This is an optimization exercise on Yosys and OpenROAD, whose aim is small area, not a production implementation.
Only simulation tests tie the RTL to the original design; equivalence was not proved.
Power and IR drop assume default switching activity.

== 10-06 ==
==> module mesi_system, before the edit <==
module mesi_system (
   input  logic                         clk,
   input  logic                         rst_n,
   input  logic                         p0_cyc,
   input  logic                         p0_stb,
   input  logic                         p0_we,
   input  logic [mesi_pkg::ADDR_W-1:0]  p0_adr,
   input  logic [mesi_pkg::DATA_W-1:0]  p0_dat_w,
   output logic [mesi_pkg::DATA_W-1:0]  p0_dat_r,
   output logic                         p0_ack,
   input  logic                         p1_cyc,
   input  logic                         p1_stb,
   input  logic                         p1_we,
   input  logic [mesi_pkg::ADDR_W-1:0]  p1_adr,
   input  logic [mesi_pkg::DATA_W-1:0]  p1_dat_w,
   output logic [mesi_pkg::DATA_W-1:0]  p1_dat_r,
   output logic                         p1_ack
);
   localparam int DW = mesi_pkg::DATA_W;
   localparam int NW = mesi_pkg::MEM_WORDS;
   localparam int NL = mesi_pkg::NUM_LINES;
   localparam int IW = mesi_pkg::INDEX_W;
   localparam int TW = mesi_pkg::TAG_W;
   localparam logic [2:0] C_IDLE   = 3'd0;
   localparam logic [2:0] C_ACK    = 3'd1;
   localparam logic [2:0] C_LOOKUP = 3'd7;
   logic [2:0]              cnt;
   logic                    port;             
   logic                    last_port;        
   logic [NW-1:0][DW-1:0]   mem;              
   logic [NW-1:0]           vld;              
   logic [NL-1:0][TW-1:0]   tag0, tag1;       
   logic [NL-1:0][1:0]      st0,  st1;        
   logic                    req0, req1, grant;
   logic                    we;
   logic [mesi_pkg::ADDR_W-1:0] adr;
   logic [DW-1:0]           din;
   logic [IW-1:0]           idx;
   logic [TW-1:0]           tg;
   logic [TW-1:0]           own_tag, oth_tag;
   logic [1:0]              own_st,  oth_st;
   logic                    own_hit, oth_hit;
   logic                    wb;
   logic [2:0]              k;
   logic                    own_upd, oth_upd;
   logic [1:0]              own_new, oth_new;
   logic                    lookup;
   logic [NW-1:0]           sel;
   logic [NW-1:0]           dec;              
   logic [NW-1:0]           wen;              
   logic [3:0]              dlo;
   logic [7:0]              dhi;
   logic [DW-1:0]           rd;
   assign req0  = p0_cyc & p0_stb;
   assign req1  = p1_cyc & p1_stb;
   assign grant = (req0 & req1) ? ~last_port : req1;    
   assign we  = port ? p1_we    : p0_we;
   assign adr = port ? p1_adr   : p0_adr;
   assign din = port ? p1_dat_w : p0_dat_w;
   assign idx = adr[IW-1:0];
   assign tg  = adr[mesi_pkg::ADDR_W-1:IW];
   assign own_tag = port ? tag1[idx] : tag0[idx];
   assign own_st  = port ? st1[idx]  : st0[idx];
   assign oth_tag = port ? tag0[idx] : tag1[idx];
   assign oth_st  = port ? st0[idx]  : st1[idx];
   assign own_hit = (own_st != mesi_pkg::ST_I) && (own_tag == tg);
   assign oth_hit = (oth_st != mesi_pkg::ST_I) && (oth_tag == tg);
   assign wb      = ~own_hit && (own_st == mesi_pkg::ST_M);   
   always_comb
   begin
      if (own_hit)
         k = (we && own_st == mesi_pkg::ST_S) ? 3'd2 : 3'd1;
      else if (wb)
         k = (we || oth_hit) ? 3'd3 : 3'd4;
      else
         k = (we || oth_hit) ? 3'd2 : 3'd3;
   end
   assign own_upd = we | ~own_hit;
   assign own_new = we ? mesi_pkg::ST_M : (oth_hit ? mesi_pkg::ST_S : mesi_pkg::ST_E);
   assign oth_upd = oth_hit & (we | ~own_hit);
   assign oth_new = we ? mesi_pkg::ST_I : mesi_pkg::ST_S;
   assign lookup = (cnt == C_LOOKUP);
   always_ff @(posedge clk)
   begin
      if (!rst_n)
      begin
         cnt       <= C_IDLE;
         last_port <= 1'b0;                   
         st0       <= '0;
         st1       <= '0;
         vld       <= '0;
      end
      else
      begin
         case (cnt)
            C_IDLE:
               if (req0 | req1)
               begin
                  cnt       <= C_LOOKUP;
                  last_port <= grant;
               end
            C_LOOKUP:
               cnt <= k;
            3'd4:    cnt <= 3'd3;
            3'd3:    cnt <= 3'd2;
            3'd2:    cnt <= 3'd1;
            default: cnt <= C_IDLE;
         endcase
         if (lookup)
         begin
            if (own_upd)
            begin
               if (port) st1[idx] <= own_new;
               else      st0[idx] <= own_new;
            end
            if (oth_upd)
            begin
               if (port) st0[idx] <= oth_new;
               else      st1[idx] <= oth_new;
            end
            vld <= vld | wen;
         end
      end
   end
   always_ff @(posedge clk)
   begin
      if (cnt == C_IDLE)
         port <= grant;
      if (lookup && own_upd)
      begin
         if (port) tag1[idx] <= tg;
         else      tag0[idx] <= tg;
      end
   end
   always_comb
   begin
      for (int i = 0; i < 4; i++)
         dlo[i] = (idx == i);
      for (int i = 0; i < 8; i++)
         dhi[i] = (tg == i);
      for (int w = 0; w < NW; w++)
      begin
         dec[w] = dhi[w/4] & dlo[w%4];
         wen[w] = dec[w] & lookup & we;
      end
   end
   always_ff @(posedge clk)
   begin
      for (int w = 0; w < NW; w++)
         if (wen[w])
            mem[w] <= din;
   end
   localparam int NG = (NW + 2) / 3;           
   logic [3*NG-1:0]         sel_x;
   logic [DW-1:0][3*NG-1:0] bit_x;
   logic [DW-1:0][NG-1:0]   grp_n;
   always_comb
   begin
      for (int w = 0; w < NW; w++)
         sel[w] = dec[w] & vld[w];
      sel_x = '0;
      sel_x[NW-1:0] = sel;
      for (int b = 0; b < DW; b++)
      begin
         bit_x[b] = '0;
         for (int w = 0; w < NW; w++)
            bit_x[b][w] = mem[w][b];
      end
   end
   for (genvar b = 0; b < DW; b++)
   begin : g_rd
      for (genvar g = 0; g < NG; g++)
      begin : g_grp
         mesi_rd3 u_rd3 (
            .d   (bit_x[b][3*g +: 3]),
            .s   (sel_x[3*g +: 3]),
            .y_n (grp_n[b][g])
         );
      end
      assign rd[b] = ~&grp_n[b];
   end
   assign p0_dat_r = rd;                      
   assign p1_dat_r = rd;
   assign p0_ack   = (cnt == C_ACK) & ~port;
   assign p1_ack   = (cnt == C_ACK) &  port;
endmodule
export LEC_CHECK = 0
export CAP_MARGIN = 20
export CORE_MARGIN = 2
export CORE_UTILIZATION = 60
export CTS_BUF_LIST = sky130_fd_sc_hd__clkbuf_8
export CTS_CLUSTER_SIZE = 30
export PLACE_DENSITY = 0.7
export SLEW_MARGIN = 20
export SYNTH_HIERARCHICAL = 1
create_clock -name core_clock -period 7.0 [get_ports {clk}]
run.sh (not shown) runs the stock make flow with config.mk's settings and CLKGATE_MAP_FILE= SYNTH_SCRIPT=/design/flow/synth_recipe.tcl, a recipe that flattens the netlist after the stock synthesis.
Input changes introduced in 04-24 (baseline for comparison: 10-06):
--- a/flow/design.v
+++ b/flow/design.v
@@ -82,9 +82,8 @@
    assign req0  = p0_cyc & p0_stb;
    assign req1  = p1_cyc & p1_stb;
    assign grant = (req0 & req1) ? ~last_port : req1;    
    assign we  = port ? p1_we    : p0_we;
-   assign adr = port ? p1_adr   : p0_adr;
    assign din = port ? p1_dat_w : p0_dat_w;
    assign idx = adr[IW-1:0];
    assign tg  = adr[mesi_pkg::ADDR_W-1:IW];
    assign own_tag = port ? tag1[idx] : tag0[idx];
@@ -152,9 +151,12 @@
    end
    always_ff @(posedge clk)
    begin
       if (cnt == C_IDLE)
+      begin
          port <= grant;
+         adr  <= grant ? p1_adr : p0_adr;
+      end
       if (lookup && own_upd)
       begin
          if (port) tag1[idx] <= tg;
          else      tag0[idx] <= tg;
Notes after the runs:
Looking only at reg-to-reg setup timing slack, and setting everything else aside, the higher value of 10-06 and 04-24 goes to 04-24. Number of clock buffers in the layout ended up 10 higher on 04-24 than on 10-06. Compared with 10-06, in 04-24 detailed-route wire length on metal 1 has increased, final core utilization has decreased, total length of routed met3 wires has increased, die area has increased. Setup slack: 04-24 > 10-06. Data arrival at the endpoint of the critical path: lower on 04-24. Register share of the cell area, 10-06 and 04-24: larger value in 04-24. Going from 10-06 to 04-24, power now larger; length in cells of the worst reg-to-reg path now smaller.


The RTL this note starts from:
==> flow/design.v <==
`default_nettype none
package mesi_pkg;
   localparam int DATA_W    = 32;             
   localparam int ADDR_W    = 5;              
   localparam int MEM_WORDS = 32;             
   localparam int NUM_LINES = 4;              
   localparam int INDEX_W   = 2;              
   localparam int TAG_W     = 3;              
   typedef enum logic [1:0] {
      ST_I = 2'b00,                           
      ST_E = 2'b01,                           
      ST_S = 2'b10,                           
      ST_M = 2'b11                            
   } mesi_state_t;
endpackage
`default_nettype wire
`timescale 1ns/1ps
`default_nettype none
module mesi_rd3 (
   input  logic [2:0] d,                      
   input  logic [2:0] s,                      
   output logic       y_n                     
);
   assign y_n = ~|(d & s);
endmodule
`default_nettype wire
`default_nettype none
module mesi_wkeep (
   input  logic hold,                         
   input  logic q,                            
   output logic y_n                           
);
   assign y_n = ~(hold & q);
endmodule
module mesi_wmux (
   input  logic wen_n,                        
   input  logic din_n,                        
   input  logic keep_n,                       
   output logic y
);
   assign y = ~((wen_n | din_n) & keep_n);endmodule
`default_nettype wire
`timescale 1ns/1ps
`default_nettype none
module mesi_system (
   input  logic                         clk,
   input  logic                         rst_n,
   input  logic                         p0_cyc,
   input  logic                         p0_stb,
   input  logic                         p0_we,
   input  logic [mesi_pkg::ADDR_W-1:0]  p0_adr,
   input  logic [mesi_pkg::DATA_W-1:0]  p0_dat_w,
   output logic [mesi_pkg::DATA_W-1:0]  p0_dat_r,
   output logic                         p0_ack,
   input  logic                         p1_cyc,
   input  logic                         p1_stb,
   input  logic                         p1_we,
   input  logic [mesi_pkg::ADDR_W-1:0]  p1_adr,
   input  logic [mesi_pkg::DATA_W-1:0]  p1_dat_w,
   output logic [mesi_pkg::DATA_W-1:0]  p1_dat_r,
   output logic                         p1_ack
);
   localparam int DW = mesi_pkg::DATA_W;
   localparam int AW = mesi_pkg::ADDR_W;
   localparam int NW = mesi_pkg::MEM_WORDS;
   localparam int NL = mesi_pkg::NUM_LINES;
   localparam int IW = mesi_pkg::INDEX_W;
   localparam int TW = mesi_pkg::TAG_W;
   localparam int NR = NW / 3;                
   localparam int NP = NW - 3 * NR;           
   localparam logic [2:0] C_IDLE   = 3'd0;
   localparam logic [2:0] C_ACK    = 3'd1;
   localparam logic [2:0] C_LOOKUP = 3'd7;
   logic [2:0]              cnt;
   logic                    post;             
   logic                    port;             
   logic                    last_port;        
   logic [AW-1:0]           adr;              
   logic [NR-1:0][2:0][DW-1:0] ring3;         
   logic [NP-1:0][DW-1:0]      ring2;         
   logic [2:0]              ph3;              
   logic                    ph2;              
   logic [1:0]              clr_q;            
   logic [NL-1:0][TW-1:0]   tag0, tag1;       
   logic [NL-1:0][1:0]      st0,  st1;        
   logic                    req0, req1, grant;
   logic                    idle, lookup;
   logic                    psel;             
   logic                    we;
   logic [AW-1:0]           wadr;             
   logic [DW-1:0]           din;
   logic [IW-1:0]           idx;
   logic [TW-1:0]           tg;
   logic                    hit0, hit1;
   logic [1:0]              own_st;
   logic                    own_hit, oth_hit;
   logic                    wb;
   logic [2:0]              k;
   logic                    own_upd, oth_upd;
   logic [1:0]              own_new, oth_new;
   logic                    wr_now;           
   logic [NR:0]             rdec_w, rdec_r;   
   logic [2:0]              off_w,  off_r;    
   logic [2:0]              m3_w,   m3_r;     
   logic [1:0]              m2_w,   m2_r;     
   logic                    keep;             
   logic [NR-1:0]           wen3;
   logic                    wen2;
   logic [NR-1:0][2:1]      sel3;             
   logic                    sel2;             
   logic                    use_cp;           
   logic [DW-1:0]           rd_cp;            
   logic [DW-1:0]           rd;
   assign req0   = p0_cyc & p0_stb;
   assign req1   = p1_cyc & p1_stb;
   assign grant  = (req0 & req1) ? ~last_port : req1;   
   assign idle   = (cnt == C_IDLE);
   assign lookup = (cnt == C_LOOKUP);
   assign psel = idle ? grant : port;
   assign we   = psel ? p1_we    : p0_we;
   assign din  = psel ? p1_dat_w : p0_dat_w;
   assign wadr = idle ? (grant ? p1_adr : p0_adr) : adr;
   assign idx = adr[IW-1:0];
   assign tg  = adr[AW-1:IW];
   assign hit0    = (st0[idx] != mesi_pkg::ST_I) && (tag0[idx] == tg);
   assign hit1    = (st1[idx] != mesi_pkg::ST_I) && (tag1[idx] == tg);
   assign own_st  = port ? st1[idx] : st0[idx];
   assign own_hit = port ? hit1 : hit0;
   assign oth_hit = port ? hit0 : hit1;
   assign wb      = ~own_hit && (own_st == mesi_pkg::ST_M);   
   always_comb
   begin
      if (own_hit)
         k = (we && own_st == mesi_pkg::ST_S) ? 3'd2 : 3'd1;
      else if (wb)
         k = (we || oth_hit) ? 3'd3 : 3'd4;
      else
         k = (we || oth_hit) ? 3'd2 : 3'd3;
   end
   assign own_upd = we | ~own_hit;
   assign own_new = we ? mesi_pkg::ST_M : (oth_hit ? mesi_pkg::ST_S : mesi_pkg::ST_E);
   assign oth_upd = oth_hit & (we | ~own_hit);
   assign oth_new = we ? mesi_pkg::ST_I : mesi_pkg::ST_S;
   always_ff @(posedge clk)
   begin
      if (!rst_n)
      begin
         cnt       <= C_IDLE;
         post      <= 1'b0;
         last_port <= 1'b0;                   
         ph3       <= 3'b001;
         ph2       <= 1'b0;
         st0       <= '0;
         st1       <= '0;
      end
      else
      begin
         case (cnt)
            C_IDLE:
               if (req0 | req1)
               begin
                  cnt       <= C_LOOKUP;
                  last_port <= grant;
               end
            C_LOOKUP:
               cnt <= k;
            3'd4:    cnt <= 3'd3;
            3'd3:    cnt <= 3'd2;
            3'd2:    cnt <= 3'd1;
            default: cnt <= C_IDLE;
         endcase
         post <= lookup;
         ph3  <= {ph3[1:0], ph3[2]};
         ph2  <= ~ph2;
         if (lookup)
         begin
            if (own_upd)
            begin
               if (port) st1[idx] <= own_new;
               else      st0[idx] <= own_new;
            end
            if (oth_upd)
            begin
               if (port) st0[idx] <= oth_new;
               else      st1[idx] <= oth_new;
            end
         end
      end
   end
   always_ff @(posedge clk)
   begin
      if (idle)
      begin
         port  <= grant;
         adr   <= wadr;
      end
      if (lookup && own_upd)
      begin
         if (port) tag1[idx] <= tg;
         else      tag0[idx] <= tg;
      end
   end
   function automatic logic [NR+3:0] place(input logic [AW-1:0] a);
      place = '0;                               
      for (int w = 0; w < NW; w++)
         if (a == w)
         begin
            place[3 + w / 3] = 1'b1;
            place[w % 3]     = 1'b1;
         end
   endfunction
   function automatic logic [2:0] slot3(input logic [2:0] of, input logic [2:0] ph);
      for (int s = 0; s < 3; s++)
         slot3[s] = (of[0] & ph[s]) | (of[1] & ph[(s + 2) % 3]) | (of[2] & ph[(s + 1) % 3]);
   endfunction
   assign {rdec_w, off_w} = place(wadr);
   assign {rdec_r, off_r} = place(adr);
   assign m3_w  = slot3(off_w, ph3);
   assign m3_r  = slot3(off_r, ph3);
   assign m2_w  = {off_w[0] ^ ph2, off_w[0] ~^ ph2};
   assign m2_r  = {off_r[0] ^ ph2, off_r[0] ~^ ph2};
   assign wr_now = rst_n & we & ((idle & (req0 | req1)) | lookup | post);
   always_ff @(posedge clk)
   begin
      clr_q <= {clr_q[0], ~rst_n};
   end
   assign keep = rst_n & ~|clr_q;
   always_comb
   begin
      for (int r = 0; r < NR; r++)
      begin
         wen3[r]    = wr_now & rdec_w[r] & m3_w[2];
         sel3[r][1] = rdec_r[r] & m3_r[1];
         sel3[r][2] = rdec_r[r] & m3_r[2];
      end
      wen2   = wr_now & rdec_w[NR] & m2_w[1];
      sel2   = rdec_r[NR] & m2_r[1];
      use_cp = rdec_r[NR] ? m2_r[0] : m3_r[0];
   end
   logic [NR-1:0][DW-1:0]   nxt3;
   logic [DW-1:0]           nxt2;
   for (genvar b = 0; b < DW; b++)
   begin : g_wr
      for (genvar r = 0; r < NR; r++)
      begin : g_ring
         logic keep_n;
         mesi_wkeep u_wkeep (
            .hold  (~wen3[r] & keep),
            .q     (ring3[r][2][b]),
            .y_n   (keep_n)
         );
         mesi_wmux u_wmux (
            .wen_n  (~wen3[r]),
            .din_n  (~din[b]),
            .keep_n (keep_n),
            .y      (nxt3[r][b])
         );
      end
      logic keep2_n;
      mesi_wkeep u_wkeep2 (
         .hold  (~wen2 & keep),
         .q     (ring2[1][b]),
         .y_n   (keep2_n)
      );
      mesi_wmux u_wmux2 (
         .wen_n  (~wen2),
         .din_n  (~din[b]),
         .keep_n (keep2_n),
         .y      (nxt2[b])
      );
   end
   always_ff @(posedge clk)
   begin
      for (int r = 0; r < NR; r++)
      begin
         ring3[r][0] <= nxt3[r];
         ring3[r][1] <= ring3[r][0];
         ring3[r][2] <= ring3[r][1];
      end
      ring2[0] <= nxt2;
      ring2[1] <= ring2[0];
   end
   localparam int NT = 2 * NR + 1;            
   localparam int NG = NT / 3;                
   logic [NT-1:0]           tsel;
   logic [DW-1:0][NT-1:0]   tdat;
   logic [DW-1:0][NG-1:0]   grp_n;
   always_comb
   begin
      for (int r = 0; r < NR; r++)
      begin
         tsel[2*r]     = sel3[r][1];
         tsel[2*r + 1] = sel3[r][2];
      end
      tsel[NT-1] = sel2;
      for (int b = 0; b < DW; b++)
      begin
         for (int r = 0; r < NR; r++)
         begin
            tdat[b][2*r]     = ring3[r][1][b];
            tdat[b][2*r + 1] = ring3[r][2][b];
         end
         tdat[b][NT-1] = ring2[1][b];
      end
   end
   for (genvar b = 0; b < DW; b++)
   begin : g_rd
      for (genvar g = 0; g < NG; g++)
      begin : g_grp
         mesi_rd3 u_rd3 (
            .d   (tdat[b][3*g +: 3]),
            .s   (tsel[3*g +: 3]),
            .y_n (grp_n[b][g])
         );
      end
      assign rd[b] = ~&grp_n[b] | (use_cp & rd_cp[b]);
   end
   always_ff @(posedge clk)
   begin
      rd_cp <= rd;
   end
   assign p0_dat_r = rd;                      
   assign p1_dat_r = rd;
   assign p0_ack   = (cnt == C_ACK) & ~port;
   assign p1_ack   = (cnt == C_ACK) &  port;
endmodule
`default_nettype wire
export LEC_CHECK = 0
export CAP_MARGIN = 20
export CORE_MARGIN = 2
export CORE_UTILIZATION = 70
export PLACE_DENSITY = 0.8
export SLEW_MARGIN = 20
export SYNTH_HIERARCHICAL = 1
create_clock -name core_clock -period 7.0 [get_ports {clk}]
standard.sh (not shown) runs the stock make flow with config.mk's settings and CLKGATE_MAP_FILE= SYNTH_SCRIPT=/design/flow/synth_recipe.tcl, a recipe that flattens the netlist after the stock synthesis.
==> flow/flow/run.sh <==
#!/bin/bash
# Standard layout with two changes: the port buffers use the smallest
# buffer cell, and clock tree synthesis uses clkbuf_8 in clusters of up to
# 16 sinks, without dummy loads.
set -euo pipefail
cd "$(dirname "$0")/.."
export BUFFER_PORTS_ARGS="-buffer_cell sky130_fd_sc_hd__buf_1"
export CTS_ARGS="-sink_clustering_enable -repair_clock_nets -buf_list sky130_fd_sc_hd__clkbuf_8 -sink_clustering_size 16 -sink_clustering_max_diameter 60 -dont_use_dummy_load"
bash standard.sh > standard.log 2>&1
Edit:
--- a/flow/design.v
+++ b/flow/design.v
@@ -187,15 +187,12 @@
          end
       end
    end
    always_ff @(posedge clk)
    begin
-      if (idle)
-      begin
-         port  <= grant;
-         adr   <= wadr;
-      end
+      port <= psel;                           
+      adr  <= wadr;                           
       if (lookup && own_upd)
       begin
          if (port) tag1[idx] <= tg;
          else      tag0[idx] <= tg;
       end
Effect: Clock-buffer cell count falls by 1. Total power fell by 1.7%. Via count fell by 0.83%. Core utilization is lower by 0.36 points. Cell count drops by 0.54%. Critical path depth climbs by 3. Global-route usage drops by 0.65 points. Routed wire length falls by 1.9%. Combinational power went down by about 7%. Final area decreases by 0.90%.

==> port drivers added, routing unchanged <==
The results above use ideal ports. As a check the final layouts listed here were re-extracted and re-timed, cells and wires unchanged.
Step 1, drivers: a clkbuf_16 drives clk and a buf_2 each remaining input, both assumed.
Step 2 adds t to the input delays and takes it off the output delays; t is the mean of the earliest and latest rising clock arrival at the registers after step 1. Input paths then give back, and output paths get back, about the clock's delay inside the block.
a / b / c = ideal ports / drivers / drivers and shift; a / b = the first two.
run	shift t [ns]	setup WS [ns]	worst setup path at the end	clock arrival spread, ns	worst register clock-pin slew, ns
10-06	0.873	0.285 / 0.261 / 0.261	input to output	0.033 / 0.032	0.07 / 0.07
04-24	0.880	0.573 / 0.512 / 1.392	register to output	0.044 / 0.044	0.07 / 0.07
the first run of note 2	0.733	0.362 / 0.304 / 1.037	register to output	0.081 / 0.080	0.10 / 0.10
the second run of note 2	0.713	0.315 / 0.260 / 0.973	register to output	0.072 / 0.072	0.10 / 0.10
After both steps setup and hold are still met in every run listed. The setup slack of 10-06, which loses most, moves by -0.024 ns with the drivers and by -0.024 ns with both steps.
